Optimization exercise on an open flow, not production practice. RTL: at most simulated, not proved equivalent. Function not checked: runs 1, 2 and 4. Power: default activity. No driver is modelled on the clock port, so clocking that relies on it looks cheaper here than on a real chip.

<file path="flow/config.mk">
export PLATFORM = sky130hd
export DESIGN_NAME = spi_wrapper
export DESIGN_NICKNAME = spi_wrapper
export VERILOG_FILES = /design/flow/design.v
export SDC_FILE = /design/flow/constraint.sdc
export NUM_CORES = 4
export LEC_CHECK = 0
export CAP_MARGIN = 20
export CORE_MARGIN = 2
export CORE_UTILIZATION = 40
export SLEW_MARGIN = 20
</file>
<file path="flow/design.v">
package spi_pkg;
    localparam logic [1:0] CMD_WR_ADDR = 2'b00;
    localparam logic [1:0] CMD_WR_DATA = 2'b01;
    localparam logic [1:0] CMD_RD_ADDR = 2'b10;
    localparam logic [1:0] CMD_RD_DATA = 2'b11;
endpackage
module spi_ram (
    input  logic        clk,
    input  logic [15:0] wlo,
    input  logic [15:0] whi,
    input  logic        wd,
    input  logic [7:0]  raddr,
    output logic        tap
);
    logic [2047:0] ring;          
    logic [255:0]  pos0;
    logic [15:0]   wdlo;          
    logic [15:0]   grp_q;
    logic          tap_q;
    assign wdlo = wlo & {16{wd}};
    for (genvar r = 0; r < 256; r++) begin : g_ring
        logic sel;
        assign sel     = wlo[r % 16] & whi[r / 16];
        assign pos0[r] = ring[8*r];
        always_ff @(posedge clk) begin
            ring[8*r+1 +: 7] <= ring[8*r +: 7];
            ring[8*r]        <= (ring[8*r+7] & !sel) | (wdlo[r % 16] & whi[r / 16]);
        end
    end
    for (genvar g = 0; g < 16; g++) begin : g_grp
        logic [15:0] grp;
        assign grp = pos0[16*g +: 16];
        always_ff @(posedge clk) begin
            grp_q[g] <= grp[raddr[3:0]];
        end
    end
    always_ff @(posedge clk) begin
        tap_q <= grp_q[raddr[7:4]];
    end
    assign tap = tap_q;
endmodule
module spi_wrapper
#(
    parameter int MEM_DEPTH = 256,
    parameter int ADD_SIZE  = 8
) (
    input  logic clk,
    input  logic arst,
    input  logic SS_n,
    input  logic MOSI,
    output logic MISO
);
    logic [3:0] fc_q;
    logic       rdd_q;        
    logic       rd_flag_q;
    logic [9:0] din_q;
    logic       rx_valid_q;   
    logic       tx_valid_q;   
    logic       busy_q;
    logic       miso_q;
    logic [2:0] m_q;          
    logic [2:0] ph_q;         
    logic [7:0] wa_q;         
    logic       wz_q;         
    logic       wact_q;       
    logic [7:0] wbuf_q;       
    logic       wd_q;         
    logic [15:0] wlo_q;       
    logic [15:0] whi_q;       
    logic [7:0] ra_q;         
    logic [7:0] s_q;          
    logic       tap;
    logic [7:0] s_x;          
    logic [1:0] cmd;
    logic       exec_wa, exec_wd, exec_ra, exec_rd;
    assign s_x     = {s_q[5:0], s_q[7:6]};
    assign cmd     = din_q[9:8];
    assign exec_wa = rx_valid_q && cmd == spi_pkg::CMD_WR_ADDR;
    assign exec_wd = rx_valid_q && cmd == spi_pkg::CMD_WR_DATA;
    assign exec_ra = rx_valid_q && cmd == spi_pkg::CMD_RD_ADDR;
    assign exec_rd = rx_valid_q && cmd == spi_pkg::CMD_RD_DATA;
    spi_ram RAM (
        .clk  (clk),
        .wlo  (wlo_q),
        .whi  (whi_q),
        .wd   (wd_q),
        .raddr(ra_q),
        .tap  (tap)
    );
    logic in_data;
    logic load_tx;
    assign in_data = fc_q >= 4'd2;
    assign load_tx = !SS_n && in_data && rdd_q && tx_valid_q;
    always_ff @(posedge clk or posedge arst) begin
        if (arst) begin
            fc_q       <= '0;
            rd_flag_q  <= 1'b0;
            rx_valid_q <= 1'b0;
            tx_valid_q <= 1'b0;
            busy_q     <= 1'b0;
            miso_q     <= 1'b0;
        end else begin
            rx_valid_q <= !SS_n && fc_q == 4'd11;
            tx_valid_q <= exec_rd;
            if (SS_n) begin
                fc_q   <= '0;
                busy_q <= 1'b0;
                miso_q <= 1'b0;
            end else begin
                if (fc_q != 4'd12) fc_q <= fc_q + 4'd1;
                if (fc_q == 4'd11) begin
                    if (din_q[8:7] == spi_pkg::CMD_RD_ADDR) rd_flag_q <= 1'b1;
                    else if (din_q[8:7] == spi_pkg::CMD_RD_DATA) rd_flag_q <= 1'b0;
                end
                miso_q <= 1'b0;
                if (load_tx) begin
                    busy_q <= 1'b1;
                end else if (busy_q) begin
                    miso_q <= s_x[m_q];
                    if (ph_q == m_q) busy_q <= 1'b0;
                end
            end
        end
    end
    always_ff @(posedge clk) begin
        din_q <= {din_q[8:0], MOSI};
        if (fc_q == 4'd1) rdd_q <= MOSI && rd_flag_q;
        if (load_tx) m_q <= ph_q;
    end
    always_ff @(posedge clk or posedge arst) begin
        if (arst) begin
            wz_q <= 1'b1;
            ra_q <= '0;
        end else begin
            if (exec_wa || exec_wd) wz_q <= 1'b0;
            if (exec_ra) ra_q <= din_q[7:0];
        end
    end
    always_ff @(posedge clk) begin
        ph_q  <= ph_q + 3'd1;
        wd_q  <= wbuf_q[3'(ph_q + 3'd2)];
        s_q   <= {s_q[6:0], tap};
        wlo_q <= wact_q ? 16'(1) << wa_q[3:0] : '0;
        whi_q <= 16'(1) << wa_q[7:4];
        if (exec_wa) begin
            wa_q   <= din_q[7:0];
            wact_q <= 1'b0;
        end
        if (exec_wd) begin
            if (wz_q) wa_q <= '0;
            wbuf_q <= din_q[7:0];
            wact_q <= 1'b1;
        end
    end
    assign MISO = miso_q;
endmodule
</file>
<file path="flow/run.sh">
#!/bin/bash
# synth_recipe.tcl (not shown) runs the flow's synth.tcl, then flattens the netlist and writes it again
# the make line also repeats each setting of config.mk as NAME=value (left out here)
make -C /OpenROAD-flow-scripts/flow DESIGN_CONFIG=/design/flow/config.mk WORK_HOME=/design/flow/orfs CLKGATE_MAP_FILE= SYNTH_SCRIPT=/design/flow/synth_recipe.tcl finish
</file>
<file path="flow/constraint.sdc">
create_clock -name core_clock -period 4.5 [get_ports {clk}]
set_input_delay 0.9000 -clock core_clock [delete_from_list [all_inputs] [get_ports {clk}]]
set_output_delay 0.9000 -clock core_clock [all_outputs]
set_load 0.01 [all_outputs]
</file>
==> run summary, run 1 <==
- Status: timing/DRC/antenna clean
- Layout cells sized above 1: 16.2%
- Critical path class: register to primary output
- Clk sinks: 2158
- Worst Max-Slew Pin Slew: between 1 and 1.5 ns
- Finished Core Util: 46.7%
- Yosys warns: 2
- N_diodes: 0
- Via density: 4.16
- Worst reg2reg path endpoint: RAM.grp_q[10]
- CTS tree: done
- PwrDens: 601 nW/µm²
- Startpoint types: register
- Synth Instances: 3024
- Fmax: 356 MHz
- Worst path required time: 3.60 ns
- Final Hold Violating Endpoints: 0
- Cell area after synthesis: 50500 µm²
- Largest net degree at the start of global routing: 108
- Worst Hold Class: register to register
- Drt wl/cell: 16.9 µm
- First-pass GRT wire length: approximately 130000 µm
- Number of synthesized flops with an enable pin: 12
- # hold bufs at CTS: 0
- DR DRC count: 0
- Clock latency on the worst-skew pair: 0.76 ns
- Setup TNS: 0 ns
- Period utilization: 62.4%
- Yosys top cell area share: 84.4%
- Overall global routing resource usage: 13.1%
- Max-slew violation count: 0
- IO Count: 5
- Crit path buf inv count: 1
- Post-CTS Setup Bufs: 0
- Initial Utilization: 40.2%
- Vias after detailed routing: 20500
- R2R Path Start: ra_q[0]
- Crit path cell chain: clkdlybuf4s50_1
- Full die area: 129000 µm²
- DIE HEIGHT: 359 µm
- Nets: 3122
- Reg2Reg Depth: 4
- Die X: 359 µm
- Post-synth ARST share: 0.834%
- # fillers: 10500
- Syn_nets: 3033
- Max VDD drop: approximately 0.35 mV
- Most common cell after layout, fill and taps aside: dfxtp_1
- Post-synthesis sequential area ratio: 86.0%
- Number of global-route vias before repair: 20600
- Initial antenna violation count: 8
- Initial DRC Count: 1165
- Hpwl dp: roughly 43000 µm
- Resize count post-CTS: 0
- Routed wire length: 83200 µm
- Port bufs: 4
- Main flop type after synthesis: dfxtp_1
- Syn_area_per_cell: 16.7 µm²
- Leak: about 0.023 µW
- Clock transition time at the flip-flop clock pins of the worst setup and hold paths: 0.06 ns
- RSZ-0062 raised after global routing: no
- Crit. End Element: primary output
- CORE AREA: 125000 µm²
- Root Buffer: clkbuf_16
- Top post-synthesis cells by area: dfxtp_1 (84%), mux2_1 (3.1%), mux4_2 (2.9%), mux2_2 (2.8%), nand2_1 (2.1%)
- Unique cell type count in the Yosys netlist: 37
- Synth Register Bits: between 2000 and 2500
- Final setup fails: 0
- Crit-path max FO: 1
- Layout area overhead: 16.0%
- Inserted Clock Buffers: 190
- Synth area leader: dfxtp_1
- Crit-path slowest cell: clkdlybuf4s50_1
- Routability cong.: around 0.70
- Minimum clock period: 2.81 ns
- CTS max path bufs: 3
- CTS H-Tree Depth: 4
- Reg2reg setup slack: between 1.5 and 2 ns
- # rows: 130
- 1st-pass router iterations: 5
- Max_cap viols: 0
- Max stage delay on crit path: 0.61 ns
- Detail Route Antenna Nets: 0
- Commonest cells after routing, fill and taps aside: dfxtp_1 (2111), nand2_1 (278), clkbuf_16 (194)
- Worst Hold End: RAM.ring[565]
- WP data arrival: 1.91 ns
- Final clock skew: around 0.019 ns
- Grt ovf: 0
- Max transition margin: 29.3%
- Hold path cells: 0
- Family with the most delay on the worst path: buffers and inverters
- Worst hold start: RAM.ring[564]
power breakdown:
part	total [µW]	switching (µW)	leakage, µW	internal [µW]
Clock	16000	6710	0.00314	9260
Sequential	19200	27.7	0.0175	19100
Combinational	32.6	15.7	0.00265	17.0
through the flow:
stage,instances,total power (µW),instance area (µm²),setup WS (ns),hold slack [ns]
CTS,4921,35500,58600,1.57,0.315
global route,4921,36300,58600,1.59,0.319
finish,4921,35200,58600,1.69,0.314
floorplan,3024,19600,50500,2.84,0.310
detailed placement,4571,19600,52200,1.94,0.312
global placement,4571,19600,52200,2.01,0.310
final cells by class:
cell class | count | area, µm² | share of cell area (%)
clock buffer | 288 | 5720 | 9.77
clock inverter | 62 | 646 | 1.10
inverter | 6 | 22.5 | 0.0385
multi-input combinational | 744 | 6540 | 11.2
sequential | 2158 | 43400 | 74.2
tap | 1650 | 2060 | 3.53
timing repair buffer | 13 | 120 | 0.205
registers in the layout, indices dropped and copies added (netlist names), 3 cells and up:
register	flops
RAM.grp_q	16
RAM.ring	2048
din_q	10
fc_q	4
m_q	3
ph_q	3
ra_q	8
s_q	8
wa_q	8
wbuf_q	8
whi_q	16
wlo_q	16
metal layers:
| layer | track usage, % | share of wire [%] |
|---|---|---|
| met5 | 0 | 0.016 |
| met4 | 4.57 | 2.4 |
| met3 | 2.60 | 4.4 |
| met2 | 19.2 | 42 |
| met1 | 19.2 | 51 |
cell families after synthesis:
kind of cell    synth area share [%]
fa+ha+maj                      0.124
xor+xnor                      0.0868
simple gates                    2.75
mux                             9.30
compound gates                 0.682
buf+inv                         1.02
flops                           86.0
cell usage after synthesis, types with 3 or more instances:
master	instances
a22o_1	8
a22oi_1	32
and2_1	3
buf_2	6
buf_6	5
clkbuf_1	103
dfrtp_1	17
dfxtp_1	2128
edfxtp_1	12
ha_1	5
inv_1	6
mux2_1	141
mux2_2	124
mux2i_1	6
mux4_1	7
mux4_2	65
nand2_1	278
nand2b_1	8
nand3_1	4
nor2_1	27
nor3_1	15
xor2_1	4
worst max-delay path by stage:
stage / cells past startpoint / to / start / slack [ns]
floorplan: 1 / m_q[0] / SS_n / 2.84
global placement: 4 / RAM.grp_q[6] / ra_q[0] / 2.01
detailed placement: 4 / RAM.grp_q[3] / ra_q[0] / 1.94
CTS: 1 / MISO / miso_q / 1.57
global route: 1 / MISO / miso_q / 1.59
finish: 1 / MISO / miso_q / 1.69
==> run 2, diff against run 1 <==
--- a/flow/config.mk
+++ b/flow/config.mk
@@ -7,5 +7,6 @@
 export LEC_CHECK = 0
 export CAP_MARGIN = 20
 export CORE_MARGIN = 2
-export CORE_UTILIZATION = 40
+export CORE_UTILIZATION = 60
+export CTS_BUF_LIST = sky130_fd_sc_hd__clkbuf_4 sky130_fd_sc_hd__clkbuf_8
 export SLEW_MARGIN = 20
==> run 2 against run 1 <==
Non-clock buffer count fell by 2; clock power down 5%; setup slack improved by 0.17 ns; register-to-register slack better by 0.27 ns; design area down 1.3%; clock skew increased by 0.044 ns; largest cell class unchanged; largest power group unchanged.
==> run summary, run 2 <==
- Setup TNS: 0 ns (unchanged)
- Max_cap viols: 0 (unchanged)
- Reg2reg setup slack: 2.25 ns (+0.27 ns)
- Fmax: 378 MHz (+6.3%)
- Syn_nets: 3033 (unchanged)
- First-pass GRT wire length: 133000 µm (+5.2%)
- Synth Register Bits: 2158 (unchanged)
- Most common cell in the netlist: dfxtp_1
- DIE HEIGHT: 294 µm (-18%)
- Post-synth ARST share: 0.834% (unchanged)
- Setup crit end: MISO
- Routed wire length: 87300 µm (+5.0%)
- Biggest register: RAM.ring
- Post-CTS Setup Bufs: 0 (unchanged)
- Nets: 3249 (+4.1%)
- Worst Max-Slew Pin Slew: 1.10 ns (+0.0434 ns)
- Critical path origin: miso_q
- Crit. End Element: primary output
- Main flop type after synthesis: dfxtp_1
- Crit-path slowest cell: clkdlybuf4s50_1
- CTS H-Tree Depth: 5 (+1)
- Number of global-route vias before repair: 22600 (+9.9%)
- 1st-pass router iterations: 5 (unchanged)
- Top post-synthesis cells by area: dfxtp_1 (84%), mux2_1 (3.1%), mux4_2 (2.9%), mux2_2 (2.8%), nand2_1 (2.1%)
- Critical path class: register to primary output
- Post-synthesis sequential area ratio: 86.0% (unchanged)
- CTS tree: done
- Port bufs: 4 (unchanged)
- WP data arrival: 1.74 ns (-0.17 ns)
- Vias after detailed routing: 21300 (+4.2%)
- # hold bufs at CTS: 0 (unchanged)
- Most common cell after layout, fill and taps aside: dfxtp_1
- Final Hold Violating Endpoints: 0 (unchanged)
- Full die area: 86400 µm² (-33%)
- Family with the most delay on the worst path: buffers and inverters
- Initial antenna violation count: 3 (-5)
- Number of synthesized flops with an enable pin: 12 (unchanged)
- Clock latency on the worst-skew pair: 0.94 ns (+0.18 ns)
- Root Buffer: clkbuf_8
- Detail Route Antenna Nets: 0 (unchanged)
- Final setup fails: 0 (unchanged)
- Grt ovf: 0 (unchanged)
- Resize count post-CTS: 0 (unchanged)
- Die X: 294 µm (-18%)
- Worst reg2reg path endpoint: RAM.grp_q[10]
- Inserted Clock Buffers: 319 (+68%)
- RSZ-0062 raised after global routing: no
- Post-synth top cells: dfxtp_1 (2128), nand2_1 (278), mux2_1 (141), mux2_2 (124), clkbuf_1 (103)
- Final clock skew: 0.0627 ns (+0.0437 ns)
- Reg2Reg Depth: 4 (unchanged)
- # rows: 106 (-18%)
- Layout area overhead: 14.5%
- Drt wl/cell: 19.3 µm (+14%)
- Syn_area_per_cell: 16.7 µm² (unchanged)
- Startpoint types: register
- CORE AREA: 83400 µm² (-33%)
- Initial Utilization: 60.5% (+20 points)
- Routability cong.: 0.761 (+9.1%)
- R2R Path Start: ra_q[1]
- Via density: 4.72 (+13%)
- Synth Instances: 3024 (unchanged)
- Period utilization: 58.7% (-3.7 points)
- Clock transition time at the flip-flop clock pins of the worst setup and hold paths: 0.06 ns (about the same)
- Crit path cell chain: clkdlybuf4s50_1
- Initial DRC Count: 902 (-23%)
- Commonest cells after routing, fill and taps aside: dfxtp_1 (2111), clkbuf_8 (382), nand2_1 (278)
- Status: timing/DRC/antenna clean
- Largest register FFs: 2048 (unchanged)
- Worst Hold Class: register to register
- PnR Total Power: 34500 µW (-2.0%)
- Overall global routing resource usage: 20.9% (+7.8 points)
- CP Depth: 1 (unchanged)
- CTS max path bufs: 4 (+1)
- Cell area after synthesis: 50500 µm² (unchanged)
- Layout cells sized above 1: 21.5% (+5.3 points)
- Worst path required time: 3.60 ns (about the same)
- Max transition margin: 26.2% (-3.0 points)
- DR DRC count: 0 (unchanged)
- IO Count: 5 (unchanged)
- Leak: 0.0235 µW (+0.86%)
- PwrDens: 596 nW/µm² (-0.73%)
- Clk sinks: 2158 (unchanged)
- Unique cell type count in the Yosys netlist: 37 (unchanged)
- Minimum clock period: 2.64 ns (-0.165 ns)
- Hpwl dp: 45000 µm (+3.8%)
- Max-slew violation count: 0 (unchanged)
- Largest net degree at the start of global routing: 165 (+53%)
- Crit-path max FO: 1 (unchanged)
- Yosys top cell area share: 84.4% (unchanged)
- Synth area leader: dfxtp_1
- Max stage delay on crit path: 0.52 ns (-0.09 ns)
- Yosys warns: 2 (unchanged)
- Crit path buf inv count: 1 (unchanged)
- Max VDD drop: 0.364 mV (+4.1%)
run 2: cell counts after synthesis:
No cell type changed its count.
run 2: layer usage:
layer	GRT usage, %	wire, µm
met1	28.1	41500
met2	32.8	40800
met3	4.77	3020
met4	8.44	2090
met5	0	0
run 2: where the power goes:
group	switching [µW]	total [µW]	internal [µW]
logic	17.5	34.7	17.2
clock network	6650	15200	8600
registers	28.4	19200	19100
total	6700	34500	27800
run 2: area by class of cell:
class | count | area, µm²
antenna | 1 | 2.50
clock buffer | 485 | 6030
clock inverter | 35 | 263
fill | 5627 | 25600
inverter | 6 | 22.5
multi-input combinational | 744 | 6560
sequential | 2158 | 43400
tap | 1080 | 1350
timing repair buffer | 11 | 118
run 2: how the worst min path moves through the flow:
stage | startpoint | end | depth (start not counted)
after CTS | RAM.ring[749] | RAM.ring[750] | 0
after detailed placement | RAM.ring[1414] | RAM.ring[1415] | 0
final | RAM.ring[749] | RAM.ring[750] | 0
after global placement | RAM.ring[90] | RAM.ring[91] | 0
after global routing | RAM.ring[1594] | RAM.ring[1595] | 0
after floorplan | RAM.ring[1001] | RAM.ring[1002] | 0
run 2: metrics by stage:
stage | instances | cell area (µm²) | hold WS (ns) | setup WS, ns | utilization, %
floorplan | 3024 | 50500 | 0.310 | 2.84 | -
global placement | 3999 | 51500 | 0.310 | 2.23 | 61.7
CTS | 4519 | 57800 | 0.268 | 1.76 | 69.3
finish | 4520 | 57800 | 0.275 | 1.86 | 69.3
global route | 4520 | 57800 | 0.287 | 1.77 | 69.3
detailed placement | 3999 | 51500 | 0.312 | 2.07 | 61.7
run 2: kinds of logic after synthesis:
| logic type | share of synthesized area, % |
|---|---|
| muxes | 9.30 |
| buffers and inverters | 1.02 |
| adders and majority gates | 0.124 |
| xor gates and xnor gates | 0.0868 |
| and+or+nand+nor | 2.75 |
| DFF | 86.0 |
| AOI/OAI and AO/OA | 0.682 |
==> run 3, diff against run 2 <==
--- a/flow/design.v
+++ b/flow/design.v
@@ -5,26 +5,22 @@
     localparam logic [1:0] CMD_RD_DATA = 2'b11;
 endpackage
 module spi_ram (
-    input  logic        clk,
-    input  logic [15:0] wlo,
-    input  logic [15:0] whi,
-    input  logic        wd,
-    input  logic [7:0]  raddr,
-    output logic        tap
+    input  logic       clk,
+    input  logic       wen,
+    input  logic [7:0] waddr,
+    input  logic       wd,
+    input  logic [7:0] raddr,
+    output logic       tap
 );
     logic [2047:0] ring;          
-    logic [255:0]  pos0;
-    logic [15:0]   wdlo;          
-    logic [15:0]   grp_q;
-    logic          tap_q;
-    assign wdlo = wlo & {16{wd}};
+    logic [255:0] pos0;
+    logic [15:0]  grp_q;
+    logic         tap_q;
     for (genvar r = 0; r < 256; r++) begin : g_ring
-        logic sel;
-        assign sel     = wlo[r % 16] & whi[r / 16];
         assign pos0[r] = ring[8*r];
         always_ff @(posedge clk) begin
             ring[8*r+1 +: 7] <= ring[8*r +: 7];
-            ring[8*r]        <= (ring[8*r+7] & !sel) | (wdlo[r % 16] & whi[r / 16]);
+            ring[8*r]        <= (wen && waddr == 8'(r)) ? wd : ring[8*r+7];
         end
     end
     for (genvar g = 0; g < 16; g++) begin : g_grp
@@ -65,8 +61,6 @@
     logic       wact_q;       
     logic [7:0] wbuf_q;       
     logic       wd_q;         
-    logic [15:0] wlo_q;       
-    logic [15:0] whi_q;       
     logic [7:0] ra_q;         
     logic [7:0] s_q;          
     logic       tap;
@@ -81,8 +75,8 @@
     assign exec_rd = rx_valid_q && cmd == spi_pkg::CMD_RD_DATA;
     spi_ram RAM (
         .clk  (clk),
-        .wlo  (wlo_q),
-        .whi  (whi_q),
+        .wen  (wact_q),
+        .waddr(wa_q),
         .wd   (wd_q),
         .raddr(ra_q),
         .tap  (tap)
@@ -140,8 +134,6 @@
         ph_q  <= ph_q + 3'd1;
         wd_q  <= wbuf_q[3'(ph_q + 3'd2)];
         s_q   <= {s_q[6:0], tap};
-        wlo_q <= wact_q ? 16'(1) << wa_q[3:0] : '0;
-        whi_q <= 16'(1) << wa_q[7:4];
         if (exec_wa) begin
             wa_q   <= din_q[7:0];
             wact_q <= 1'b0;
--- a/flow/config.mk
+++ b/flow/config.mk
@@ -7,6 +7,5 @@
 export LEC_CHECK = 0
 export CAP_MARGIN = 20
 export CORE_MARGIN = 2
-export CORE_UTILIZATION = 60
-export CTS_BUF_LIST = sky130_fd_sc_hd__clkbuf_4 sky130_fd_sc_hd__clkbuf_8
+export CORE_UTILIZATION = 40
 export SLEW_MARGIN = 20
==> run 3 against run 2 <==
Sequential cell count shrank 32; routed wire length is 7.3% lower; sequential share of layout area down 2.0 points; design area up 1.2%; core utilization down 23 points; fmax shrank 2.1%; critical path depth grew 2; setup slack got worse by 0.057 ns; final cell count increased by 7.8%.
==> run summary, run 3 <==
- Post-CTS Setup Bufs: 0 (unchanged)
- WP data arrival: 3.35 ns (+1.61 ns)
- CORE AREA: 125000 µm² (+50%)
- DR DRC count: 0 (unchanged)
- Resize count post-CTS: 0 (unchanged)
- Overall global routing resource usage: 12.7% (-8.2 points)
- Cell Area, Placed: 52200 µm² (+1.4%)
- Clock latency on the worst-skew pair: 0.77 ns (-0.17 ns)
- Inserted Clock Buffers: 185 (-42%)
- Full die area: 129000 µm² (+49%)
- Clock transition time at the flip-flop clock pins of the worst setup and hold paths: 0.06 ns (about the same)
- Initial DRC Count: 1162 (+29%)
- Number of global-route vias before repair: 21300 (-5.9%)
- CTS H-Tree Depth: 4 (-1)
- Post-synth top cells: dfxtp_1 (2096), mux2_2 (263), nor3_1 (172), clkbuf_1 (84), mux4_2 (72)
- Initial Utilization: 40.2% (-20 points)
- Layout area overhead: 15.9%
- Synth Instances: 3005 (-0.63%)
- Fmax: 370 MHz (-2.1%)
- Unique cell type count in the Yosys netlist: 46 (+24%)
- Biggest register: RAM.ring
- CTS max path bufs: 3 (-1)
- Largest family of logic cells by synthesized area: multiplexers
- Max-slew violation count: 0 (unchanged)
- Post-synthesis sequential area ratio: 84.8% (-1.3 points)
- Clk sinks: 2126 (-1.5%)
- Max stage delay on crit path: 0.93 ns (+0.41 ns)
- Post-route cell area: 58500 µm² (+1.2%)
- Synth area leader: dfxtp_1
- Period utilization: 60.0% (+1.3 points)
- Leak: 0.0227 µW (-3.3%)
- Crit. End Element: register
- Synth Register Bits: 2126 (-1.5%)
- Startpoint types: register
- Critical path class: register to register
- DIE HEIGHT: 359 µm (+22%)
- Cell area after synthesis: 50500 µm² (about the same)
- Die X: 359 µm (+22%)
- CTS tree: done
- R2R Path Start: wa_q[7]
- Largest register FFs: 2048 (unchanged)
- Final setup fails: 0 (unchanged)
- Finished Core Util: 46.6% (-23 points)
- Crit path cell chain: nand4bb_1, nor4_1, mux2_2
- Simple-Gate Fraction of Synth Area: 3.79% (+1.0 points)
- Initial antenna violation count: 1 (-2)
- Synth Area in XOR/XNOR: 0.0868% (about the same)
- Max VDD drop: 0.368 mV (+1.2%)
- Biggest regs: RAM.ring x2048, RAM.grp_q x16, din_q x10
- Max_cap viols: 0 (unchanged)
- Minimum clock period: 2.70 ns (+0.0570 ns)
- Crit-path slowest cell: nand4bb_1
- # rows: 130 (+23%)
- Family with the most delay on the worst path: simple AND/OR/NAND/NOR gates
- Critical path origin: wa_q[7]
- Worst Hold Class: register to register
- Post-synthesis mux area share: 9.25% (-0.053 points)
- # hold bufs at CTS: 0 (unchanged)
- PnR Total Power: 34800 µW (+0.88%)
- Post-synthesis adder-cell area fraction: 0.124% (about the same)
- Grt ovf: 0 (unchanged)
- Worst Max-Slew Pin Slew: 1.09 ns (-0.0108 ns)
- Worst hold start: RAM.ring[1025]
- Syn_nets: 3014 (-0.63%)
- Post-synth ARST share: 0.847% (+0.013 points)
- Nets: 3083 (-5.1%)
- N_diodes: 0 (-1)
- Status: timing/DRC/antenna clean
- Commonest cells after routing, fill and taps aside: dfxtp_1 (2093), mux2_2 (263), clkbuf_16 (185)
- Compound-Gate Fraction of Synth Area: 0.682% (about the same)
- Routability cong.: 0.698 (-8.3%)
- PwrDens: 594 nW/µm² (-0.30%)
- Root Buffer: clkbuf_16
- Final Hold Violating Endpoints: 0 (unchanged)
- Via density: 4.31 (-8.8%)
- Most common cell after layout, fill and taps aside: dfxtp_1
- Main flop type after synthesis: dfxtp_1
- Hpwl dp: 41500 µm (-7.8%)
- Crit-path max FO: 17 (+16)
- Top post-synthesis cells by area: dfxtp_1 (83%), mux2_2 (5.9%), mux4_2 (3.2%), nor3_1 (1.7%), dfrtp_1 (0.84%)
- Largest net degree at the start of global routing: 120 (-27%)
- Yosys warns: 2 (unchanged)
- Vias after detailed routing: 21000 (-1.6%)
- Drt wl/cell: 16.6 µm (-14%)
- Routed wire length: 81000 µm (-7.3%)
- Number of synthesized flops with an enable pin: 12 (unchanged)
- 1st-pass router iterations: 4 (-1)
- IO Count: 5 (unchanged)
- Syn_area_per_cell: 16.8 µm² (+0.64%)
- First-pass GRT wire length: 126000 µm (-5.2%)
- Crit path buf inv count: 0 (-1)
- Port bufs: 4 (unchanged)
- Most common cell in the netlist: dfxtp_1
- Layout cells sized above 1: 21.2% (-0.27 points)
- Final clock skew: 0.0188 ns (-0.0439 ns)
- Finished Layout Cells: 4874 (+7.8%)
- RSZ-0062 raised after global routing: no
- Placed insts: 4537 (+13%)
- Reg2reg setup slack: 1.80 ns (-0.45 ns)
- Worst path required time: 5.15 ns (+1.55 ns)
- Detail Route Antenna Nets: 0 (unchanged)
- Yosys top cell area share: 83.2% (-1.3 points)
- Setup TNS: 0 ns (unchanged)
- Max transition margin: 26.8% (+0.55 points)
run 3: cell count changes after synthesis, moves of 16 or more:
cell      before   now
mux2_1       141     2
nor4_1         2    60
dfxtp_1     2128  2096
mux2_2       124   263
buf_1          1    17
nor3_1        15   172
nor2_1        27     7
clkbuf_1     103    84
buf_2          6    33
nand2_1      278    20
run 3: final timing paths:
check,endpoint,depth (start not counted)
worst max-delay path,RAM.ring[1560],3
worst min-delay path,RAM.ring[1026],0
worst max register to register,RAM.ring[1560],3
worst min register to register,RAM.ring[1026],0
max in group asynchronous,ra_q[1],2
min in group asynchronous,miso_q,2
run 3: kinds of logic after synthesis:
logic type / after synthesis
adders and majority gates: 5
muxes: 343
and+or+nand+nor: 331
AOI/OAI and AO/OA: 45
xor gates and xnor gates: 5
DFF: 2126
buffers and inverters: 150
run 3: cell type report:
cell class	instances	area [µm²]
Fill cell	10600	66900
Multi-Input combinational cell	729	7070
Clock buffer	256	5240
Timing Repair Buffer	26	255
Tap cell	1650	2060
Clock inverter	81	1030
Inverter	6	22.5
Sequential cell	2126	42800
run 3: stage by stage:
stage	hold WS, ns	setup WS (ns)
final	0.314	1.80
after global routing	0.312	1.59
after CTS	0.311	1.87
after detailed placement	0.312	1.87
after global placement	0.310	1.90
after floorplan	0.310	2.71
run 3: where the power goes:
part	internal [µW]	switching, µW	total, µW
combinational	19.5	39.6	59.1
sequential	18900	22.7	18900
clock	9080	6740	15800
run 3: per-layer routing:
metal  wire (µm)  vias up  global-route usage (%)
met4        1980        0                    4.74
met2       33800      314                    18.6
met1       41800    10300                    18.3
li1            -    10200                       -
met5           0        -                       0
met3        3360      168                    2.75
==> run 4, diff against run 3 <==
--- a/flow/design.v
+++ b/flow/design.v
@@ -5,22 +5,24 @@
     localparam logic [1:0] CMD_RD_DATA = 2'b11;
 endpackage
 module spi_ram (
-    input  logic       clk,
-    input  logic       wen,
-    input  logic [7:0] waddr,
-    input  logic       wd,
-    input  logic [7:0] raddr,
-    output logic       tap
+    input  logic        clk,
+    input  logic [15:0] wlo,
+    input  logic [15:0] whi,
+    input  logic [15:0] wdlo,
+    input  logic [7:0]  raddr,
+    output logic        tap
 );
     logic [2047:0] ring;          
-    logic [255:0] pos0;
-    logic [15:0]  grp_q;
-    logic         tap_q;
+    logic [255:0]  pos0;
+    logic [15:0]   grp_q;
+    logic          tap_q;
     for (genvar r = 0; r < 256; r++) begin : g_ring
+        logic sel;
+        assign sel     = wlo[r % 16] & whi[r / 16];
         assign pos0[r] = ring[8*r];
         always_ff @(posedge clk) begin
             ring[8*r+1 +: 7] <= ring[8*r +: 7];
-            ring[8*r]        <= (wen && waddr == 8'(r)) ? wd : ring[8*r+7];
+            ring[8*r]        <= !((ring[8*r+7] & !sel) | (wdlo[r % 16] & whi[r / 16]));
         end
     end
     for (genvar g = 0; g < 16; g++) begin : g_grp
@@ -55,12 +57,16 @@
     logic       busy_q;
     logic       miso_q;
     logic [2:0] m_q;          
-    logic [2:0] ph_q;         
+    logic [3:0] ph_q;         
+    logic [3:0] ph_p1, ph_m2;
     logic [7:0] wa_q;         
     logic       wz_q;         
     logic       wact_q;       
     logic [7:0] wbuf_q;       
-    logic       wd_q;         
+    logic       wd;           
+    logic [15:0] wdlo;        
+    logic [15:0] wlo;         
+    logic [15:0] whi;         
     logic [7:0] ra_q;         
     logic [7:0] s_q;          
     logic       tap;
@@ -69,15 +75,21 @@
     logic       exec_wa, exec_wd, exec_ra, exec_rd;
     assign s_x     = {s_q[5:0], s_q[7:6]};
     assign cmd     = din_q[9:8];
+    assign ph_p1   = ph_q + 4'd1;
+    assign ph_m2   = ph_q - 4'd2;
+    assign wd      = !(wbuf_q[ph_p1[2:0]] ^ ph_p1[3]);
+    assign wlo     = wact_q ? 16'(1) << wa_q[3:0] : '0;
+    assign wdlo    = wd ? wlo : '0;
+    assign whi     = 16'(1) << wa_q[7:4];
     assign exec_wa = rx_valid_q && cmd == spi_pkg::CMD_WR_ADDR;
     assign exec_wd = rx_valid_q && cmd == spi_pkg::CMD_WR_DATA;
     assign exec_ra = rx_valid_q && cmd == spi_pkg::CMD_RD_ADDR;
     assign exec_rd = rx_valid_q && cmd == spi_pkg::CMD_RD_DATA;
     spi_ram RAM (
         .clk  (clk),
-        .wen  (wact_q),
-        .waddr(wa_q),
-        .wd   (wd_q),
+        .wlo  (wlo),
+        .whi  (whi),
+        .wdlo (wdlo),
         .raddr(ra_q),
         .tap  (tap)
     );
@@ -111,7 +123,7 @@
                     busy_q <= 1'b1;
                 end else if (busy_q) begin
                     miso_q <= s_x[m_q];
-                    if (ph_q == m_q) busy_q <= 1'b0;
+                    if (ph_q[2:0] == m_q) busy_q <= 1'b0;
                 end
             end
         end
@@ -119,7 +131,7 @@
     always_ff @(posedge clk) begin
         din_q <= {din_q[8:0], MOSI};
         if (fc_q == 4'd1) rdd_q <= MOSI && rd_flag_q;
-        if (load_tx) m_q <= ph_q;
+        if (load_tx) m_q <= ph_q[2:0];
     end
     always_ff @(posedge clk or posedge arst) begin
         if (arst) begin
@@ -131,9 +143,8 @@
         end
     end
     always_ff @(posedge clk) begin
-        ph_q  <= ph_q + 3'd1;
-        wd_q  <= wbuf_q[3'(ph_q + 3'd2)];
-        s_q   <= {s_q[6:0], tap};
+        ph_q  <= ph_q + 4'd1;
+        s_q   <= {s_q[6:0], tap ^ ph_m2[3]};
         if (exec_wa) begin
             wa_q   <= din_q[7:0];
             wact_q <= 1'b0;
==> flow/flow/run.sh (new file) <==
#!/bin/bash
# The standard layout (the standard.sh, unchanged synthesis), except that
# clock tree synthesis uses larger sink clusters and adds no dummy loads.
set -euo pipefail
export CTS_ARGS="-sink_clustering_enable -repair_clock_nets -dont_use_dummy_load -sink_clustering_size 30 -sink_clustering_max_diameter 120"
bash standard.sh > flow_make.log 2>&1
==> flow/standard.sh (new file) <==
#!/bin/bash
# synth_recipe.tcl (not shown) runs the flow's synth.tcl, then flattens the netlist and writes it again
# the make line also repeats each setting of config.mk as NAME=value (left out here)
make -C /OpenROAD-flow-scripts/flow DESIGN_CONFIG=/design/flow/config.mk WORK_HOME=/design/flow/orfs CLKGATE_MAP_FILE= SYNTH_SCRIPT=/design/flow/synth_recipe.tcl "${@:-finish}"
--- a/flow/config.mk
+++ b/flow/config.mk
@@ -7,5 +7,6 @@
 export LEC_CHECK = 0
 export CAP_MARGIN = 20
 export CORE_MARGIN = 2
-export CORE_UTILIZATION = 40
+export CORE_UTILIZATION = 70
+export SETUP_SLACK_MARGIN = 2.4
 export SLEW_MARGIN = 20
removed: flow/run.sh
==> run 4 against run 3 <==
Still clean on timing, DRC and antenna; die area decreased by 44%; non-clock buffer count increased by 71; power decreased by 21%; critical path depth increased by 8; register-to-register slack improved by 0.41 ns; hold slack got worse by 0.0029 ns; clock skew increased by 0.026 ns; setup slack improved by 0.41 ns; routed wire length increased by 11%; sequential share of layout area increased by 5.3 points.
==> run summary, run 4 <==
- DIE HEIGHT: 270 µm (-25%)
- N_diodes: 0 (unchanged)
- Status: timing/DRC/antenna clean
- CTS tree: done
- Layout area overhead: 10.2%
- CTS H-Tree Depth: 3 (-1)
- Port bufs: 4 (unchanged)
- Simple-Gate Fraction of Synth Area: 2.91% (-0.89 points)
- Inserted Clock Buffers: 80 (-57%)
- Syn_nets: 2952 (-2.1%)
- Hpwl dp: 44800 µm (+7.9%)
- Clock transition time at the flip-flop clock pins of the worst setup and hold paths: 0.11 ns (+0.05 ns)
- IO Count: 5 (unchanged)
- Post-synthesis sequential area ratio: 86.4% (+1.6 points)
- Full die area: 72900 µm² (-44%)
- Max-slew violation count: 0 (unchanged)
- PwrDens: 501 nW/µm² (-16%)
- Max transition margin: 42.4% (+16 points)
- Largest register FFs: 2048 (unchanged)
- Nets: 3055 (-0.91%)
- Final Hold Violating Endpoints: 0 (unchanged)
- Initial antenna violation count: 0 (-1)
- Switch share: 19.0% (-0.58 points)
- DR DRC count: 0 (unchanged)
- Synth Register Bits: 2126 (unchanged)
- Yosys warns: 2 (unchanged)
- Largest net degree at the start of global routing: 38 (-68%)
- Flop pwr share: 69.2% (+15 points)
- CTS max path bufs: 3 (unchanged)
- Leak: 0.0214 µW (-5.7%)
- Main flop type after synthesis: dfxtp_1
- Clk sinks: 2126 (unchanged)
- Fmax: 437 MHz (+18%)
- Initial DRC Count: 1115 (-4.0%)
- Top post-synthesis cells by area: dfxtp_1 (85%), mux2i_1 (5.3%), mux4_2 (4.0%), nor2_1 (1.3%), nand2_1 (0.89%)
- Routed wire length: 90100 µm (+11%)
- Worst path required time: 5.06 ns (-0.09 ns)
- Setup TNS: 0 ns (unchanged)
- Via density: 5.11 (+19%)
- Post-synthesis mux area share: 9.49% (+0.24 points)
- Most common cell after layout, fill and taps aside: dfxtp_1
- Yosys top cell area share: 84.8% (+1.6 points)
- Post-synth ARST share: 0.847% (unchanged)
- Met3 GRT Util: 3.35% (+0.60 points)
- Met2 Use GR: 39.1% (+20 points)
- Minimum clock period: 2.29 ns (-0.412 ns)
- Clock latency on the worst-skew pair: 0.66 ns (-0.11 ns)
- Commonest cells after routing, fill and taps aside: dfxtp_1 (2089), mux2i_1 (247), nor2_1 (177)
- Met1 global-route usage: 37.4% (+19 points)
- Final setup fails: 0 (unchanged)
- Worst Max-Slew Pin Slew: 0.864 ns (-0.229 ns)
- Compound-Gate Fraction of Synth Area: 0.210% (-0.47 points)
- # rows: 97 (-25%)
- PnR Total Power: 27300 µW (-21%)
- Crit-path max FO: 5 (-12)
- PnR worst setup slack: 2.21 ns (+0.412 ns)
- Initial Utilization: 70.7% (+30 points)
- # hold bufs at CTS: 0 (unchanged)
- Drt wl/cell: 22.6 µm (+36%)
- Post-Place Worst Slack: 1.82 ns (-0.0540 ns)
- Busiest grt layer: met2
- Synth area leader: dfxtp_1
- Sw power: 5190 µW (-24%)
- Biggest regs: RAM.ring x2048, RAM.grp_q x16, din_q x10
- Critical path class: register to register
- Routability cong.: 0.761 (+9.1%)
- Layout cells sized above 1: 10.8% (-10 points)
- RSZ-0062 raised after global routing: yes
- Largest family of logic cells by synthesized area: multiplexers
- Overall global routing resource usage: 25.0% (+12 points)
- Post-route cell area: 54600 µm² (-6.7%)
- Number of synthesized flops with an enable pin: 12 (unchanged)
- Biggest register: RAM.ring
- Fin Hold WS: 0.311 ns (-0.00294 ns)
- Synth Area in XOR/XNOR: 0.159% (+0.072 points)
- Detail Route Antenna Nets: 0 (unchanged)
- Clock power share: 30.5% (-15 points)
- Int Pwr: 22100 µW (-21%)
- Cell area after synthesis: 49500 µm² (-1.9%)
- Number of global-route vias before repair: 20900 (-2.1%)
- Vias after detailed routing: 20400 (-3.0%)
- Syn_area_per_cell: 16.8 µm² (+0.17%)
- Post-synthesis adder-cell area fraction: 0.126% (+0.0024 points)
- Comb pwr share: 0.3% (about the same)
- First-pass GRT wire length: 134000 µm (+6.0%)
- CORE AREA: 70000 µm² (-44%)
- Max_cap viols: 0 (unchanged)
- Unique cell type count in the Yosys netlist: 33 (-28%)
- Most common cell in the netlist: dfxtp_1
- Startpoint types: register
- Max VDD drop: 0.396 mV (+7.5%)
- Period utilization: 50.9% (-9.2 points)
- Worst Hold Class: register to register
- Die X: 270 µm (-25%)
- Final clock skew: 0.0444 ns (+0.0257 ns)
- Root Buffer: clkbuf_16
- Crit. End Element: register
- Post-synth top cells: dfxtp_1 (2096), mux2i_1 (260), nor2_1 (177), nand2_1 (118), mux4_2 (89)
- Grt ovf: 0 (unchanged)
- WP data arrival: 2.85 ns (-0.50 ns)
- Cell Area, Placed: 50600 µm² (-3.0%)
- Synth Instances: 2943 (-2.1%)
- 1st-pass router iterations: 5 (+1)
## run 4: cell type report
cell class              count  area (µm²)
clock buffers              80        2000
inverters                   6        22.5
flip-flops and latches   2126       42800
fillers                  3942       15500
multi-input cells         735        6720
well taps                 940        1180
repair buffers             97        1840
## run 4: stage by stage
| step | cells | utilization, % |
|---|---|---|
| after floorplan | 2943 | - |
| after global placement | 3826 | 72.3 |
| after detailed placement | 3826 | 72.3 |
| after CTS | 3975 | 77.4 |
| after global routing | 3984 | 77.9 |
| final | 3984 | 77.9 |
## run 4: final timing paths
check,from,to,slack (ns),cells after the start
max,ph_q[0],RAM.ring[920],2.21,11
min,RAM.ring[706],RAM.ring[707],0.31,0
min in group asynchronous,arst,ra_q[0],0.73,2
max reg2reg,ph_q[0],RAM.ring[920],2.21,11
max in group asynchronous,arst,ra_q[1],3.18,2
min reg2reg,RAM.ring[706],RAM.ring[707],0.31,0
## run 4: power groups by stage
stage | clock network [µW] | logic [µW] | registers, µW
2_1_floorplan | 0 | 45.2 | 19300
3_3_place_gp | 0 | 70.5 | 19300
3_5_place_dp | 0 | 73.1 | 19300
4_1_cts | 8430 | 78.7 | 18900
5_1_grt | 9070 | 84.7 | 18900
6_report | 8340 | 79.8 | 18900
## run 4: worst max-delay path, cell delays in order, from the launching register on
cell and delay (ns):
dfxtp_4 0.38, ha_4 0.28, mux4_2 0.32, mux2i_4 0.22
xor2_4 0.10, buf_12 0.14, buf_12 0.13, buf_12 0.12
buf_12 0.12, buf_12 0.13, buf_16 0.14, mux2i_1 0.12
## run 4: cells by family (layout without fill, tap and decap cells)
family,count (synthesis),after routing
AO/OA/AOI/OAI,13,13
adder cells (fa/ha/maj),5,5
buffers and inverters,82,183
multiplexers,357,357
XOR/XNOR,9,9
AND/OR/NAND/NOR,351,351
flip-flops,2126,2126
## run 4: per-layer routing
layer,wire (µm),share of wire [%],up-vias
met5,0,0,-
met4,1850,2.1,0
met3,3100,3.4,115
met2,41000,46,315
met1,44100,49,10300
li1,-,-,9674
## run 4: timing repair
item                       CTS  global route
pin swaps                    2             0
setup buffers               39             4
cloned                      30             5
setup endpoints to repair  273           259
resized for setup           75            35
==> run 5, diff against run 4 <==
--- a/flow/design.v
+++ b/flow/design.v
@@ -58,15 +58,15 @@
     logic       miso_q;
     logic [2:0] m_q;          
     logic [3:0] ph_q;         
-    logic [3:0] ph_p1, ph_m2;
+    logic [3:0] ph_p2, ph_m2;
     logic [7:0] wa_q;         
     logic       wz_q;         
     logic       wact_q;       
     logic [7:0] wbuf_q;       
     logic       wd;           
-    logic [15:0] wdlo;        
-    logic [15:0] wlo;         
-    logic [15:0] whi;         
+    logic [15:0] wdlo_q;      
+    logic [15:0] wlo_q;       
+    logic [15:0] whi_q;       
     logic [7:0] ra_q;         
     logic [7:0] s_q;          
     logic       tap;
@@ -75,21 +75,18 @@
     logic       exec_wa, exec_wd, exec_ra, exec_rd;
     assign s_x     = {s_q[5:0], s_q[7:6]};
     assign cmd     = din_q[9:8];
-    assign ph_p1   = ph_q + 4'd1;
+    assign ph_p2   = ph_q + 4'd2;
     assign ph_m2   = ph_q - 4'd2;
-    assign wd      = !(wbuf_q[ph_p1[2:0]] ^ ph_p1[3]);
-    assign wlo     = wact_q ? 16'(1) << wa_q[3:0] : '0;
-    assign wdlo    = wd ? wlo : '0;
-    assign whi     = 16'(1) << wa_q[7:4];
+    assign wd      = !(wbuf_q[ph_p2[2:0]] ^ ph_p2[3]);
     assign exec_wa = rx_valid_q && cmd == spi_pkg::CMD_WR_ADDR;
     assign exec_wd = rx_valid_q && cmd == spi_pkg::CMD_WR_DATA;
     assign exec_ra = rx_valid_q && cmd == spi_pkg::CMD_RD_ADDR;
     assign exec_rd = rx_valid_q && cmd == spi_pkg::CMD_RD_DATA;
     spi_ram RAM (
         .clk  (clk),
-        .wlo  (wlo),
-        .whi  (whi),
-        .wdlo (wdlo),
+        .wlo  (wlo_q),
+        .whi  (whi_q),
+        .wdlo (wdlo_q),
         .raddr(ra_q),
         .tap  (tap)
     );
@@ -145,6 +142,9 @@
     always_ff @(posedge clk) begin
         ph_q  <= ph_q + 4'd1;
         s_q   <= {s_q[6:0], tap ^ ph_m2[3]};
+        wlo_q <= wact_q ? 16'(1) << wa_q[3:0] : '0;
+        wdlo_q <= wact_q && wd ? 16'(1) << wa_q[3:0] : '0;
+        whi_q <= 16'(1) << wa_q[7:4];
         if (exec_wa) begin
             wa_q   <= din_q[7:0];
             wact_q <= 1'b0;
==> run 5 against run 4 <==
Routed wire length fell by 0.70%; sequential cell count rose by 48; via count rose by 5.6%; fmax rose by 11%; largest power group unchanged; hold slack got worse by 0.028 ns; still clean; die area rose by 1.7%; critical endpoint is now MISO; setup slack improved by 0.23 ns; area after synthesis rose by 1.7%; core utilization fell by 3.1 points; clock power rose by 2%; power rose by 2.0%; register-to-register slack improved by 0.28 ns.
==> run summary, run 5 <==
- Max stage delay on crit path: 0.39 ns (about the same)
- Crit-path slowest cell: dfrtp_1
- PwrDens: 522 nW/µm² (+4.2%)
- Crit path cell chain: buf_2
- Synth area leader: dfxtp_1
- RSZ-0062 raised after global routing: no
- Post-Place Worst Slack: 1.84 ns (+0.0225 ns)
- Initial DRC Count: 1601 (+44%)
- Post-synthesis mux area share: 3.88% (-5.6 points)
- Die X: 272 µm (+0.83%)
- N_diodes: 0 (unchanged)
- Detail Route Antenna Nets: 0 (unchanged)
- Layout area overhead: 6.09%
- CTS max path bufs: 3 (unchanged)
- Via density: 5.29 (+3.6%)
- Simple-Gate Fraction of Synth Area: 3.19% (+0.28 points)
- # rows: 98 (+1.0%)
- Inserted Clock Buffers: 82 (+2.5%)
- Biggest register: RAM.ring
- Initial antenna violation count: 0 (unchanged)
- Clock power share: 30.6% (about the same)
- Largest register FFs: 2048 (unchanged)
- Int Pwr: 22600 µW (+2.1%)
- Setup TNS: 0 ns (unchanged)
- Compound-Gate Fraction of Synth Area: 4.50% (+4.3 points)
- DR DRC count: 0 (unchanged)
- Number of synthesized flops with an enable pin: 12 (unchanged)
- Initial Utilization: 70.5% (-0.15 points)
- Post-synthesis sequential area ratio: 86.9% (+0.47 points)
- Overall global routing resource usage: 24.7% (-0.32 points)
- Yosys warns: 2 (unchanged)
- Crit. End Element: primary output
- Main flop type after synthesis: dfxtp_1
- Final clock skew: 0.0383 ns (-0.00617 ns)
- Max VDD drop: 0.408 mV (+3.2%)
- Final Hold Violating Endpoints: 0 (unchanged)
- Layout cells sized above 1: 6.82% (-4.0 points)
- Fmax: 485 MHz (+11%)
- Switch share: 18.9% (-0.057 points)
- Fin Hold WS: 0.283 ns (-0.0285 ns)
- Full die area: 74100 µm² (+1.7%)
- CORE AREA: 71400 µm² (+1.9%)
- Comb pwr share: 0.1% (-0.2 points)
- Critical path class: register to primary output
- Number of global-route vias before repair: 21400 (+2.7%)
- Final setup fails: 0 (unchanged)
- Drt wl/cell: 22.0 µm (-2.5%)
- Yosys top cell area share: 85.3% (+0.50 points)
- Worst hold start: RAM.ring[572]
- Synth Area in XOR/XNOR: 0.174% (+0.015 points)
- Crit-path max FO: 1 (-4)
- Commonest cells after routing, fill and taps aside: dfxtp_1 (2135), a22oi_1 (287), nand2_1 (279)
- CTS H-Tree Depth: 3 (unchanged)
- Port bufs: 4 (unchanged)
- WP data arrival: 1.16 ns (-1.69 ns)
- IO Count: 5 (unchanged)
- Post-synth ARST share: 0.828% (-0.019 points)
- Worst path required time: 3.60 ns (-1.46 ns)
- Worst Max-Slew Pin Slew: 1.23 ns (+0.366 ns)
- Period utilization: 45.8% (-5.0 points)
- Max-slew violation count: 0 (unchanged)
- Placed insts: 3970 (+3.8%)
- Syn_area_per_cell: 16.0 µm² (-4.6%)
- Finished Layout Cells: 4059 (+1.9%)
- PnR worst setup slack: 2.44 ns (+0.226 ns)
- Family with the most delay on the worst path: flip-flops
- Leak: 0.0220 µW (+2.7%)
- Worst Hold Class: register to register
- Routed wire length: 89400 µm (-0.70%)
- Grt ovf: 0 (unchanged)
- Root Buffer: clkbuf_16
- Synth Register Bits: 2174 (+2.3%)
- DIE HEIGHT: 272 µm (+0.83%)
- Syn_nets: 3149 (+6.7%)
- Nets: 3122 (+2.2%)
- Hpwl dp: 51900 µm (+16%)
- Routability cong.: 0.787 (+3.4%)
- Post-synth top cells: dfxtp_1 (2144), a22oi_1 (288), nand2_1 (279), clkbuf_1 (133), mux4_2 (72)
- Critical path origin: miso_q
- Max transition margin: 17.9% (-25 points)
- CTS tree: done
- Clock transition time at the flip-flop clock pins of the worst setup and hold paths: 0.11 ns (about the same)
- Max_cap viols: 0 (unchanged)
- Post-synthesis adder-cell area fraction: 0.174% (+0.048 points)
- Minimum clock period: 2.06 ns (-0.226 ns)
- Startpoint types: register
- Crit path buf inv count: 1 (-5)
- Unique cell type count in the Yosys netlist: 38 (+15%)
- Cell area after synthesis: 50300 µm² (+1.7%)
- Status: timing/DRC/antenna clean
- Flop pwr share: 69.2% (about the same)
- 1st-pass router iterations: 6 (+1)
- Largest family of logic cells by synthesized area: compound AO/OA/AOI/OAI gates
- Clock latency on the worst-skew pair: 0.65 ns (about the same)
- First-pass GRT wire length: 135000 µm (+1.1%)
- Largest net degree at the start of global routing: 33 (-13%)
- R2R Path Start: ra_q[1]
- Vias after detailed routing: 21500 (+5.6%)
- Most common cell in the netlist: dfxtp_1
- Most common cell after layout, fill and taps aside: dfxtp_1
- Top post-synthesis cells by area: dfxtp_1 (85%), a22oi_1 (4.3%), mux4_2 (3.2%), nand2_1 (2.1%), clkbuf_1 (0.99%)
- Sw power: 5280 µW (+1.7%)
- Clk sinks: 2174 (+2.3%)
- Synth Instances: 3138 (+6.6%)
-- run 5: cell types whose count changed after synthesis, moves of 30 or more --
cell,change
mux2i_1,-238
buf_2,-30
clkbuf_1,+96
nand2_1,+161
nor2_1,-149
dfxtp_1,+48
a22oi_1,+288
-- run 5: per-stage QoR --
stage               util [%]  total power, µW  area, µm²
finish                  74.8            27900      53400
global route            74.8            28700      53400
CTS                     74.8            28000      53400
detailed placement      71.8            19800      51200
global placement        71.8            19800      51200
floorplan                  -            19800      50300
-- run 5: final cells by class --
class                      instances  area (µm²)
sequential                      2174       43800
fill                            4261       17900
multi-input combinational        808        6020
clock buffer                      82        2050
tap                              950        1190
timing repair buffer              37         369
inverter                           8        30.0
-- run 5: per-layer routing --
metal / track usage, % / routed length, µm
met1: 35.9 / 41600
met2: 39.4 / 41500
met3: 2.93 / 3800
met4: 7.72 / 2480
met5: 0 / 0
-- run 5: repair_timing --
| action | in CTS | in global routing |
|---|---|---|
| resized for setup | 5 | 2 |
| hold buffers | 0 | 0 |
| setup buffers | 7 | 0 |
| setup endpoints to repair | 33 | 3 |
-- run 5: path summary, 6_finish.rpt --
path / end / slack (ns) / cells after the start
max in group asynchronous: ra_q[0] / 3.18 / 2
setup reg to reg: RAM.grp_q[14] / 2.49 / 4
min in group asynchronous: ra_q[1] / 0.71 / 2
hold / removal: RAM.ring[573] / 0.28 / 0
setup / recovery: MISO / 2.44 / 1
hold reg to reg: RAM.ring[573] / 0.28 / 0
-- run 5: kinds of logic (layout without fill, tap and decap cells) --
group | after synthesis | after routing
AOI/OAI and AO/OA | 301 | 301
xor gates and xnor gates | 10 | 10
adders and majority gates | 7 | 7
buffers and inverters | 156 | 127
DFF | 2174 | 2174
muxes | 103 | 103
and+or+nand+nor | 387 | 387
-- run 5: power groups by stage --
stage,logic [µW],clock network (µW),registers [µW]
6_report,41.6,8530,19300
5_1_grt,46.2,9300,19300
4_1_cts,41.6,8660,19300
3_5_place_dp,39.8,0,19700
3_3_place_gp,37.4,0,19700
2_1_floorplan,32.8,0,19700
==> run 6, diff against run 5 <==
--- a/flow/config.mk
+++ b/flow/config.mk
@@ -7,6 +7,6 @@
 export LEC_CHECK = 0
 export CAP_MARGIN = 20
 export CORE_MARGIN = 2
-export CORE_UTILIZATION = 70
-export SETUP_SLACK_MARGIN = 2.4
+export CORE_UTILIZATION = 75
+export SETUP_SLACK_MARGIN = 3.0
 export SLEW_MARGIN = 20
==> run 6 against run 5 <==
Still clean; clock power hardly changed; setup slack worse by 0.014 ns; register-to-register slack better by 0.17 ns; sequential share of layout area is 0.99 points lower; design area is 1.3% higher; final cell count is 1.2% lower; sequential power hardly changed; sequential cell count stayed put; global-route usage is 3.1 points higher; hold slack better by 0.0096 ns.
==> run summary, run 6 <==
- Status: timing/DRC/antenna clean
- Top post-synthesis cells by area: dfxtp_1 (85%), a22oi_1 (4.3%), mux4_2 (3.2%), nand2_1 (2.1%), clkbuf_1 (0.99%)
- Final Hold Violating Endpoints: 0 (unchanged)
- CTS tree: done
- Max VDD drop: 0.395 mV (-3.3%)
- Initial antenna violation count: 0 (unchanged)
- Max_cap viols: 0 (unchanged)
- Register Area: 43800 µm² (about the same)
- Most common cell after layout, fill and taps aside: dfxtp_1
- Cell area after synthesis: 50300 µm² (unchanged)
- Initial Utilization: 76.2% (+5.6 points)
- Commonest cells after routing, fill and taps aside: dfxtp_1 (2129), nand2_1 (279), a22oi_1 (258)
- Post-synth top cells: dfxtp_1 (2144), a22oi_1 (288), nand2_1 (279), clkbuf_1 (133), mux4_2 (72)
- Yosys warns: 2 (unchanged)
- Synth Register Bits: 2174 (unchanged)
- Critical path origin: miso_q
- Int Pwr: 22600 µW (about the same)
- Largest net degree at the start of global routing: 33 (unchanged)
- Leak: 0.0223 µW (+1.4%)
- Full die area: 69200 µm² (-6.6%)
- Layout cells sized above 1: 9.47% (+2.7 points)
- Synth area leader: dfxtp_1
- N_diodes: 0 (unchanged)
- Routed wire length: 95200 µm (+6.5%)
- 1st-pass router iterations: 6 (unchanged)
- Fin Hold WS: 0.292 ns (+0.00957 ns)
- Fmax: 482 MHz (-0.70%)
- Nets: 3159 (+1.2%)
- WP data arrival: 1.18 ns (+0.02 ns)
- Final setup fails: 0 (unchanged)
- Vias after detailed routing: 22100 (+3.1%)
- Crit. End Element: primary output
- Clk sinks: 2174 (unchanged)
- RSZ-0062 raised after global routing: yes
- IO Count: 5 (unchanged)
- Worst reg2reg path endpoint: RAM.grp_q[10]
- Max stage delay on crit path: 0.40 ns (about the same)
- Largest register FFs: 2048 (unchanged)
- Critical path class: register to primary output
- Die X: 263 µm (-3.3%)
- Area of the multi-input gates: 6260 µm² (+3.9%)
- Unique cell type count in the Yosys netlist: 38 (unchanged)
- Crit path buf inv count: 1 (unchanged)
- Minimum clock period: 2.08 ns (+0.0145 ns)
- Biggest register: RAM.ring
- Max-slew violation count: 0 (unchanged)
- Port bufs: 4 (unchanged)
- Via density: 5.52 (+4.3%)
- Synth Instances: 3138 (unchanged)
- PwrDens: 516 nW/µm² (-1.1%)
- Routability cong.: 0.819 (+4.0%)
- Hpwl dp: 53700 µm (+3.6%)
- Crit-path slowest cell: dfrtp_1
- Syn_area_per_cell: 16.0 µm² (unchanged)
- Number of synthesized flops with an enable pin: 12 (unchanged)
- Crit path cell chain: buf_2
- Post-Place Worst Slack: 2.16 ns (+0.320 ns)
- Sw power: 5300 µW (+0.44%)
- Max transition margin: 46.9% (+29 points)
- Startpoint types: register
- Setup TNS: 0 ns (unchanged)
- PnR worst setup slack: 2.42 ns (-0.0145 ns)
- Worst Max-Slew Pin Slew: 0.796 ns (-0.435 ns)
- Switch share: 19.0% (+0.065 points)
- Number of global-route vias before repair: 22400 (+4.4%)
- CTS H-Tree Depth: 3 (unchanged)
- Post-synthesis sequential area ratio: 86.9% (unchanged)
- Layout area overhead: 7.43%
- Inserted Clock Buffers: 82 (unchanged)
- # fillers: 3237 (-24%)
- Comb pwr share: 0.2% (about the same)
- Clock transition time at the flip-flop clock pins of the worst setup and hold paths: 0.10 ns (about the same)
- # rows: 94 (-4.1%)
- CTS max path bufs: 3 (unchanged)
- Post-synth ARST share: 0.828% (unchanged)
- DR DRC count: 0 (unchanged)
- Reg2Reg Depth: 6 (+2)
- Syn_nets: 3149 (unchanged)
- Overall global routing resource usage: 27.7% (+3.1 points)
- Drt wl/cell: 23.7 µm (+7.8%)
- Family with the most delay on the worst path: flip-flops
- Grt ovf: 0 (unchanged)
- CP Depth: 1 (unchanged)
- Reg2reg setup slack: 2.66 ns (+0.17 ns)
- Detail Route Antenna Nets: 0 (unchanged)
- Initial DRC Count: 1703 (+6.4%)
- Worst Hold Class: register to register
- Clock power share: 30.6% (about the same)
- Main flop type after synthesis: dfxtp_1
- Flop pwr share: 69.2% (about the same)
- Clock latency on the worst-skew pair: 0.67 ns (+0.02 ns)
- R2R Path Start: ra_q[0]
- CORE AREA: 66100 µm² (-7.4%)
- Final clock skew: 0.0455 ns (+0.00721 ns)
- DIE HEIGHT: 263 µm (-3.3%)
- Root Buffer: clkbuf_16
- Yosys top cell area share: 85.3% (unchanged)
- First-pass GRT wire length: 141000 µm (+4.4%)
- Period utilization: 46.1% (+0.32 points)
- Worst path required time: 3.60 ns (about the same)
- Setup crit end: MISO
- Crit-path max FO: 1 (unchanged)
- Most common cell in the netlist: dfxtp_1
run 6: cell counts after synthesis:
Identical to the previous run, type by type.
run 6: timing repair:
item,in CTS,in global routing
setup buffers,17,2
endpoints found under the setup margin,180,48
hold buffers,0,0
gates cloned,8,0
pin swaps,19,4
gates resized for setup,65,15
endpoints found under the hold margin,0,0
run 6: power by group through the flow:
stage                     registers [µW]  logic [µW]  clock network (µW)
after floorplan                    19700        34.9                   0
after global placement             19700        42.9                   0
after detailed placement           19700        45.5                   0
after CTS                          19300        50.1                8620
after global routing               19300        55.6                9250
final                              19300        51.8                8550
run 6: per-stage QoR:
step           cell area, µm²  power [µW]  util, %  std cells
2_1_floorplan           50500       19800        -       3138
3_3_place_gp            51300       19800     77.6       3901
3_5_place_dp            51300       19800     77.6       3901
4_1_cts                 54000       28000     81.7       4008
5_1_grt                 54100       28600     81.8       4010
6_report                54100       27900     81.8       4010
run 6: kinds of logic after synthesis:
logic type	count (synthesis)	synth area share, %
muxes	103	3.88
and+or+nand+nor	387	3.19
AOI/OAI and AO/OA	301	4.50
DFF	2174	86.9
xor gates and xnor gates	10	0.174
adders and majority gates	7	0.174
buffers and inverters	156	1.21
run 6: cell type report:
cell class / count / share of cell area [%]
Clock buffer: 82 / 3.79
Inverter: 8 / 0.0648
Multi-Input combinational cell: 808 / 11.6
Sequential cell: 2174 / 80.9
Tap cell: 864 / 2.00
Timing Repair Buffer: 74 / 1.64
run 6: metal layers:
metal / routed length, µm / track usage (%) / part of all wire, % / vias to the layer above
li1: - / - / - / 10300
met1: 42400 / 39.3 / 45 / 11100
met2: 45200 / 45.3 / 47 / 632
met3: 4540 / 3.46 / 4.8 / 171
met4: 3070 / 8.91 / 3.2 / 0
met5: 0 / 0 / 0 / -
run 6: worst min path at each step:
| stage | cells past startpoint | endpoint | slack [ns] | start |
|---|---|---|---|---|
| 3_5_place_dp | 0 | RAM.ring[1119] | 0.31 | RAM.ring[1118] |
| 5_1_grt | 0 | RAM.ring[807] | 0.29 | RAM.ring[806] |
| 2_1_floorplan | 0 | RAM.ring[1002] | 0.31 | RAM.ring[1001] |
| 4_1_cts | 0 | RAM.ring[44] | 0.29 | RAM.ring[43] |
| 6_report | 0 | RAM.ring[807] | 0.29 | RAM.ring[806] |
| 3_3_place_gp | 0 | RAM.ring[875] | 0.31 | RAM.ring[874] |
==> run 7, diff against run 6 <==
--- a/flow/config.mk
+++ b/flow/config.mk
@@ -8,5 +8,5 @@
 export CAP_MARGIN = 20
 export CORE_MARGIN = 2
 export CORE_UTILIZATION = 75
-export SETUP_SLACK_MARGIN = 3.0
+export SETUP_SLACK_MARGIN = 2.7
 export SLEW_MARGIN = 20
==> run 7 against run 6 <==
Still clean; clock skew shrank 0.0022 ns; power is essentially flat; sequential cell count is the same; critical path depth is the same; highest routed layer unchanged.
==> run summary, run 7 <==
- Post-Place Worst Slack: 1.85 ns (-0.310 ns)
- N_diodes: 0 (unchanged)
- PwrDens: 517 nW/µm² (+0.26%)
- Max VDD drop: 0.468 mV (+19%)
- Largest family of logic cells by synthesized area: compound AO/OA/AOI/OAI gates
- Final setup fails: 0 (unchanged)
- # rows: 94 (unchanged)
- Most common cell after layout, fill and taps aside: dfxtp_1
- Detail Route Antenna Nets: 0 (unchanged)
- Status: timing/DRC/antenna clean
- Yosys top cell area share: 85.3% (unchanged)
- Crit-path slowest cell: dfrtp_1
- Number of synthesized flops with an enable pin: 12 (unchanged)
- Layout cells sized above 1: 8.61% (-0.86 points)
- Inserted Clock Buffers: 82 (unchanged)
- CTS tree: done
- Main flop type after synthesis: dfxtp_1
- Initial Utilization: 76.2% (unchanged)
- Largest register FFs: 2048 (unchanged)
- Max transition margin: 18.4% (-29 points)
- Hpwl dp: 53700 µm (about the same)
- Drt wl/cell: 23.6 µm (-0.65%)
- Clock latency on the worst-skew pair: 0.67 ns (about the same)
- Startpoint types: register
- Final clock skew: 0.0433 ns (-0.00219 ns)
- Routed wire length: 94300 µm (-0.93%)
- RSZ-0062 raised after global routing: yes
- IO Count: 5 (unchanged)
- Yosys warns: 2 (unchanged)
- Post-synth ARST share: 0.828% (unchanged)
- Compound-Gate Fraction of Synth Area: 4.50% (unchanged)
- DR DRC count: 0 (unchanged)
- Synth Instances: 3138 (unchanged)
- Via density: 5.54 (+0.30%)
- Cell area after synthesis: 50300 µm² (unchanged)
- First-pass GRT wire length: 139000 µm (-1.7%)
- Number of global-route vias before repair: 22400 (-0.031%)
- Synth Register Bits: 2174 (unchanged)
- Layout area overhead: 7.15%
- Unique cell type count in the Yosys netlist: 38 (unchanged)
- Initial DRC Count: 1678 (-1.5%)
- Syn_area_per_cell: 16.0 µm² (unchanged)
- Grt ovf: 0 (unchanged)
- Family with the most delay on the worst path: flip-flops
- Routability cong.: 0.826 (+0.88%)
- PnR worst setup slack: 2.47 ns (+0.0430 ns)
- Clock transition time at the flip-flop clock pins of the worst setup and hold paths: 0.10 ns (about the same)
- CTS max path bufs: 3 (unchanged)
- Setup TNS: 0 ns (unchanged)
- CORE AREA: 66100 µm² (unchanged)
- Port bufs: 4 (unchanged)
- Clk sinks: 2174 (unchanged)
- CTS H-Tree Depth: 3 (unchanged)
- Post-synthesis adder-cell area fraction: 0.174% (unchanged)
- Post-synthesis mux area share: 3.88% (unchanged)
- Post-synth top cells: dfxtp_1 (2144), a22oi_1 (288), nand2_1 (279), clkbuf_1 (133), mux4_2 (72)
- Most common cell in the netlist: dfxtp_1
- Max stage delay on crit path: 0.37 ns (-0.03 ns)
- Worst Max-Slew Pin Slew: 1.22 ns (+0.427 ns)
- Full die area: 69200 µm² (unchanged)
- Top post-synthesis cells by area: dfxtp_1 (85%), a22oi_1 (4.3%), mux4_2 (3.2%), nand2_1 (2.1%), clkbuf_1 (0.99%)
- Period utilization: 45.2% (-0.96 points)
- Worst Hold Class: register to register
- Minimum clock period: 2.03 ns (-0.0430 ns)
- Synth Area in XOR/XNOR: 0.174% (unchanged)
- Overall global routing resource usage: 27.1% (-0.58 points)
- Crit-path max FO: 1 (unchanged)
- Fmax: 492 MHz (+2.1%)
- WP data arrival: 1.13 ns (-0.05 ns)
- Vias after detailed routing: 22200 (+0.023%)
- Finished Core Util: 81.6% (-0.22 points)
- Crit path buf inv count: 1 (unchanged)
- 1st-pass router iterations: 7 (+1)
- Initial antenna violation count: 0 (unchanged)
- Commonest cells after routing, fill and taps aside: dfxtp_1 (2135), nand2_1 (279), a22oi_1 (260)
- Critical path class: register to primary output
- Nets: 3148 (-0.35%)
- Largest net degree at the start of global routing: 33 (unchanged)
- Synth area leader: dfxtp_1
- Die X: 263 µm (unchanged)
- Leak: 0.0222 µW (-0.32%)
- Root Buffer: clkbuf_16
- # hold bufs at CTS: 0 (unchanged)
- Biggest register: RAM.ring
- Final Hold Violating Endpoints: 0 (unchanged)
- Syn_nets: 3149 (unchanged)
- Max_cap viols: 0 (unchanged)
- Worst path required time: 3.60 ns (about the same)
- Crit path cell chain: buf_2
- Simple-Gate Fraction of Synth Area: 3.19% (unchanged)
- DIE HEIGHT: 263 µm (unchanged)
- Post-synthesis sequential area ratio: 86.9% (unchanged)
- Max-slew violation count: 0 (unchanged)
- Crit. End Element: primary output
-- run 7: cell counts after synthesis --
No cell type changed its count.
-- run 7: final cells by class --
class	instances	area [µm²]
Sequential cell	2174	43800
Timing Repair Buffer	63	817
Clock buffer	82	2050
Tap cell	864	1080
Multi-Input combinational cell	808	6200
Inverter	8	35.0
Fill cell	3280	12200
-- run 7: cells by family after synthesis --
family | Yosys count
AOI/OAI and AO/OA | 301
buffers and inverters | 156
adders and majority gates | 7
and+or+nand+nor | 387
muxes | 103
DFF | 2174
xor gates and xnor gates | 10
-- run 7: power by group --
part	total [µW]	internal [µW]	switching (µW)
Clock	8560	3300	5260
Sequential	19300	19300	25.4
Combinational	44.9	21.1	23.8
-- run 7: worst paths after layout --
check / slack [ns] / start / to / depth (start not counted)
setup / recovery: 2.47 / miso_q / MISO / 1
max in group asynchronous: 3.27 / arst / ra_q[0] / 2
min in group asynchronous: 0.68 / arst / fc_q[0] / 2
setup reg to reg: 2.51 / ra_q[0] / RAM.grp_q[14] / 7
hold / removal: 0.28 / RAM.ring[316] / RAM.ring[317] / 0
hold reg to reg: 0.28 / RAM.ring[316] / RAM.ring[317] / 0
-- run 7: metrics by stage --
stage	area, µm²	std cells	hold slack [ns]	total power [µW]
after floorplan	50400	3138	0.310	19800
after global placement	51100	3887	0.310	19800
after detailed placement	51100	3888	0.312	19800
after CTS	53800	3996	0.294	27900
after global routing	53900	3999	0.290	28600
final	53900	3999	0.284	27900
-- run 7: repair_timing --
action                     in CTS  in global routing
pin swaps                      17                 11
setup endpoints to repair      33                 29
buffers inserted               22                  1
gates resized for setup        53                 14
gates cloned                    4                  2
-- run 7: layer usage --
layer	vias up	global-route usage, %	part of all wire [%]	wire, µm
met3	199	3.82	5.0	4760
met4	0	9.68	3.6	3440
met2	643	44.5	47	44800
met5	-	0	0	0
li1	10300	-	-	-
met1	11100	37.6	44	41400
